Background: an optimization exercise with open tools, aiming at small area. Do not read the settings as production practice. Where RTL was checked, it was by simulation tests only, not by an equivalence proof against the original. Power and IR drop assume default switching activity.

==> wip/xenon <==
==> flow/design.v (excerpt) <==
module vsn_sparam_coef_loader #(
    parameter int NPORTS     = vsn_sparam_pkg::NPORTS_DEFAULT,
    parameter int COEF_WIDTH = vsn_sparam_pkg::COEF_WIDTH_DEFAULT,
    parameter int RAMP_LOG2  = 4
) (
    input  logic                                 clk,
    input  logic                                 resetn,
    input  logic                                 wr_valid,
    output logic                                 wr_ready,
    input  logic [1:0]                           wr_row,
    input  logic [1:0]                           wr_col,
    input  logic [COEF_WIDTH-1:0]                wr_data,
    input  logic                                 commit_valid,
    output logic                                 commit_ready,
    input  logic                                 err_clear,
    output logic                                 err_addr,
    output logic                                 busy,
    output logic [NPORTS*NPORTS*COEF_WIDTH-1:0]  S_out
);
    localparam int NCOEF = NPORTS * NPORTS;
    logic                 busy_q;
    logic [RAMP_LOG2-1:0] cnt_q;
    logic                 err_q;
    logic                 wr_bad;
    logic                 commit_fire;
    logic                 keep;
    logic                 clean_q;
    assign wr_ready     = 1'b1;
    assign wr_bad       = (wr_row == 2'd3) || (wr_col == 2'd3);
    assign commit_ready = !busy_q;
    assign busy         = busy_q;
    assign commit_fire  = commit_valid && !busy_q;
    assign keep         = busy_q && !(&cnt_q);
    assign err_addr     = err_q;
    always_ff @(posedge clk or negedge resetn) begin
        if (!resetn) begin
            busy_q <= 1'b0;
            cnt_q  <= '0;
        end else begin
            if (commit_fire) begin
                busy_q <= 1'b1;
            end else if (&cnt_q) begin
                busy_q <= 1'b0;
            end
  ...
==> module vsn_coef_ramp, before the edit <==
module vsn_coef_ramp #(
    parameter int COEF_WIDTH = 16,
    parameter int RAMP_LOG2  = 4
) (
    input  logic                  clk,
    input  logic                  resetn,
    input  logic [COEF_WIDTH-1:0] target,
    input  logic                  load,
    input  logic                  keep,
    output logic [COEF_WIDTH-1:0] value
);
    localparam int ACCW = COEF_WIDTH + RAMP_LOG2;
    logic [COEF_WIDTH:0] delta_q;
    logic [COEF_WIDTH:0] delta_d;
    logic [ACCW-1:0]     acc_q;
    logic [ACCW-1:0]     acc_d;
    vsn_split_add #(.W(COEF_WIDTH + 1), .B0(6), .B(6)) u_sub (
        .a   ({target[COEF_WIDTH-1], target}),
        .b   (~{value[COEF_WIDTH-1], value}),
        .cin (1'b1),
        .sum (delta_d)
    );
    vsn_split_add #(.W(ACCW), .B0(7), .B(7)) u_acc (
        .a   (acc_q),
        .b   ({{(RAMP_LOG2-1){delta_q[COEF_WIDTH]}}, delta_q}),
        .cin (1'b0),
        .sum (acc_d)
    );
    always_ff @(posedge clk or negedge resetn) begin
        if (!resetn) begin
            delta_q <= '0;
        end else if (load) begin
            delta_q <= delta_d;
        end else if (!keep) begin
            delta_q <= '0;
        end
    end
    always_ff @(posedge clk or negedge resetn) begin
        if (!resetn) begin
            acc_q <= '0;
        end else begin
            acc_q <= acc_d;
        end
    end
    assign value = acc_q[RAMP_LOG2 +: COEF_WIDTH];
endmodule
==> module vsn_split_add, before the edit <==
module vsn_split_add #(
    parameter int W  = 20,
    parameter int B0 = 7,
    parameter int B  = 7
) (
    input  logic [W-1:0] a,
    input  logic [W-1:0] b,
    input  logic         cin,
    output logic [W-1:0] sum
);
    localparam int NB = 1 + (W - B0 + B - 1) / B;
    logic [NB:0] bc;
    logic [B0:0] c;
    assign c[0] = cin;
    for (genvar i = 0; i < B0; i++) begin : g_lo
        assign sum[i] = a[i] ^ b[i] ^ c[i];
        assign c[i+1] = (a[i] & b[i]) | (c[i] & (a[i] ^ b[i]));
    end
    assign bc[1] = c[B0];
    for (genvar k = 1; k < NB; k++) begin : g_blk
        localparam int LO = B0 + (k - 1) * B;
        localparam int N  = (W - LO < B) ? (W - LO) : B;
        logic [N:0]   ch;
        logic [N-1:0] s0;
        logic [N:0]   all1;
        assign ch[0]   = 1'b0;
        assign all1[0] = 1'b1;
        for (genvar i = 0; i < N; i++) begin : g_bit
            assign s0[i]       = a[LO+i] ^ b[LO+i] ^ ch[i];
            assign ch[i+1]     = (a[LO+i] & b[LO+i]) | (ch[i] & (a[LO+i] ^ b[LO+i]));
            assign all1[i+1]   = all1[i] & s0[i];
            assign sum[LO+i]   = s0[i] ^ (bc[k] & all1[i]);
        end
        assign bc[k+1] = ch[N] | (all1[N] & bc[k]);
    end
endmodule
==> flow/config.mk <==
export PLATFORM = sky130hd
export DESIGN_NAME = vsn_sparam_coef_loader
export DESIGN_NICKNAME = vsn_sparam_coef_loader
export VERILOG_FILES = /design/flow/design.v
export SDC_FILE = /design/flow/constraint.sdc
export NUM_CORES = 4
export LEC_CHECK = 0
export CAP_MARGIN = 20
export CORE_MARGIN = 2
export CORE_UTILIZATION = 40
export CTS_CLUSTER_DIAMETER = 100
export CTS_CLUSTER_SIZE = 30
export SLEW_MARGIN = 20
==> flow/constraint.sdc <==
create_clock -name core_clock -period 5.0 [get_ports {clk}]
set_input_delay 1.0000 -clock core_clock [delete_from_list [all_inputs] [get_ports {clk}]]
set_output_delay 1.0000 -clock core_clock [all_outputs]
set_load 0.01 [all_outputs]
run.sh (not shown) runs the stock make flow with config.mk's settings and CLKGATE_MAP_FILE= SYNTH_SCRIPT=/design/flow/synth_recipe.tcl, a recipe that flattens the netlist after the stock synthesis.
==> wip/zinc: changes against wip/xenon <==
--- a/flow/design.v
+++ b/flow/design.v
@@ -20,3 +20,3 @@
     logic [ACCW-1:0]     acc_d;
-    vsn_split_add #(.W(COEF_WIDTH + 1), .B0(6), .B(6)) u_sub (
+    vsn_split_add #(.W(COEF_WIDTH + 1), .L(8)) u_sub (
         .a   ({target[COEF_WIDTH-1], target}),
@@ -26,3 +26,3 @@
     );
-    vsn_split_add #(.W(ACCW), .B0(7), .B(7)) u_acc (
+    vsn_split_add #(.W(ACCW), .L(10)) u_acc (
         .a   (acc_q),
@@ -51,5 +51,4 @@
 module vsn_split_add #(
-    parameter int W  = 20,
-    parameter int B0 = 7,
-    parameter int B  = 7
+    parameter int W = 20,
+    parameter int L = 10
 ) (
@@ -60,7 +59,9 @@
 );
-    localparam int NB = 1 + (W - B0 + B - 1) / B;
-    logic [NB:0] bc;
-    logic [B0:0] c;
+    localparam int H = W - L;
+    logic [L:0]   c;
+    logic [H:0]   ch;
+    logic [H-1:0] s0;
+    logic [H:0]   all1;
     assign c[0] = cin;
-    for (genvar i = 0; i < B0; i++) begin : g_lo
+    for (genvar i = 0; i < L; i++) begin : g_lo
         assign sum[i] = a[i] ^ b[i] ^ c[i];
@@ -68,18 +69,9 @@
     end
-    assign bc[1] = c[B0];
-    for (genvar k = 1; k < NB; k++) begin : g_blk
-        localparam int LO = B0 + (k - 1) * B;
-        localparam int N  = (W - LO < B) ? (W - LO) : B;
-        logic [N:0]   ch;
-        logic [N-1:0] s0;
-        logic [N:0]   all1;
-        assign ch[0]   = 1'b0;
-        assign all1[0] = 1'b1;
-        for (genvar i = 0; i < N; i++) begin : g_bit
-            assign s0[i]       = a[LO+i] ^ b[LO+i] ^ ch[i];
-            assign ch[i+1]     = (a[LO+i] & b[LO+i]) | (ch[i] & (a[LO+i] ^ b[LO+i]));
-            assign all1[i+1]   = all1[i] & s0[i];
-            assign sum[LO+i]   = s0[i] ^ (bc[k] & all1[i]);
-        end
-        assign bc[k+1] = ch[N] | (all1[N] & bc[k]);
+    assign ch[0]   = 1'b0;
+    assign all1[0] = 1'b1;
+    for (genvar i = 0; i < H; i++) begin : g_hi
+        assign s0[i]      = a[L+i] ^ b[L+i] ^ ch[i];
+        assign ch[i+1]    = (a[L+i] & b[L+i]) | (ch[i] & (a[L+i] ^ b[L+i]));
+        assign all1[i+1]  = all1[i] & s0[i];
+        assign sum[L+i]   = s0[i] ^ (c[L] & all1[i]);
     end
Settings changed: CTS_CLUSTER_DIAMETER 100 to not set, CTS_CLUSTER_SIZE 30 to not set.
==> wip/sierra: changes against wip/xenon <==
--- a/flow/design.v
+++ b/flow/design.v
@@ -26,3 +26,3 @@
     );
-    vsn_split_add #(.W(ACCW), .B0(7), .B(7)) u_acc (
+    vsn_split_add #(.W(ACCW), .B0(10), .B(10)) u_acc (
         .a   (acc_q),
==> flow/flow/run.sh (new file) <==
#!/bin/bash
# Own layout flow: the standard ORFS flow, with the port buffers that
# buffer_ports inserts on every input and output made the smallest buffer cell,
# and ORFS's power recovery (downsizing gates off the critical paths after
# global routing) enabled. The make output (all tools) goes to standard.log in
# the work folder; ORFS keeps each step's own log under orfs/logs/.
set -euo pipefail
export BUFFER_PORTS_ARGS="-buffer_cell sky130_fd_sc_hd__buf_1"
export RECOVER_POWER=100
bash standard.sh > standard.log 2>&1
==> flow/standard.sh (new file) <==
#!/bin/bash
# synth_recipe.tcl (not shown) runs the flow's synth.tcl, then flattens the netlist and writes it again
# the make line also repeats each setting of config.mk as NAME=value (left out here)
make -C /OpenROAD-flow-scripts/flow DESIGN_CONFIG=/design/flow/config.mk WORK_HOME=/design/flow/orfs CLKGATE_MAP_FILE= SYNTH_SCRIPT=/design/flow/synth_recipe.tcl "${@:-finish}"
Settings changed: CTS_CLUSTER_SIZE 30 to 26.
removed: flow/run.sh
==> summary.txt <==
Clock skew: wip/xenon is higher than wip/zinc (0.020 ns). Combinational power, highest first: wip/zinc, wip/xenon, wip/sierra. Register-to-register slack: wip/xenon > wip/sierra > wip/zinc. Fmax: wip/sierra > wip/xenon > wip/zinc. wip/xenon passed the timing, design-rule and antenna checks. wip/zinc completed and failed the layout checks on setup timing. wip/sierra completed, yet does not pass: capacitance limit, slew limit. Of wip/xenon and wip/zinc, wip/zinc has the higher count of clock-buffer cells in the layout (gap 54).
For wip/zinc, only the layout was checked, not whether the RTL still works.

-- afterwards: timing with drivers on the ports --
Ports are ideal in the flow. The routed layouts listed here were re-timed in OpenROAD. Step 1: set_driving_cell puts a clkbuf_16 on clk and a buf_2 on each other input, an assumption about the parent block. Step 2 adds t to the input delays and takes it off the output delays; t is the mean of the earliest and latest rising clock arrival at the registers after step 1. Input paths then give back, and output paths get back, about the clock's delay inside the block. Slacks: no drivers / after step 1 / after step 2; pairs: no drivers / after step 1.
run | t, ns | setup WS [ns] | latest minus earliest clock arrival (ns) | worst data-port slew with drivers (ns)
wip/xenon | 0.643 | 0.143 / 0.185 / -0.459 | 0.033 / 0.033 | 0.11
wip/zinc | 0.651 | -0.274 / -0.251 / -0.902 | 0.011 / 0.011 | 0.05
wip/sierra | 0.640 | 0.165 / 0.165 / -0.377 | 0.020 / 0.020 | 0.05
For wip/zinc, which loses most, drivers alone change the setup slack by +0.023 ns; drivers and shift together by -0.628 ns.
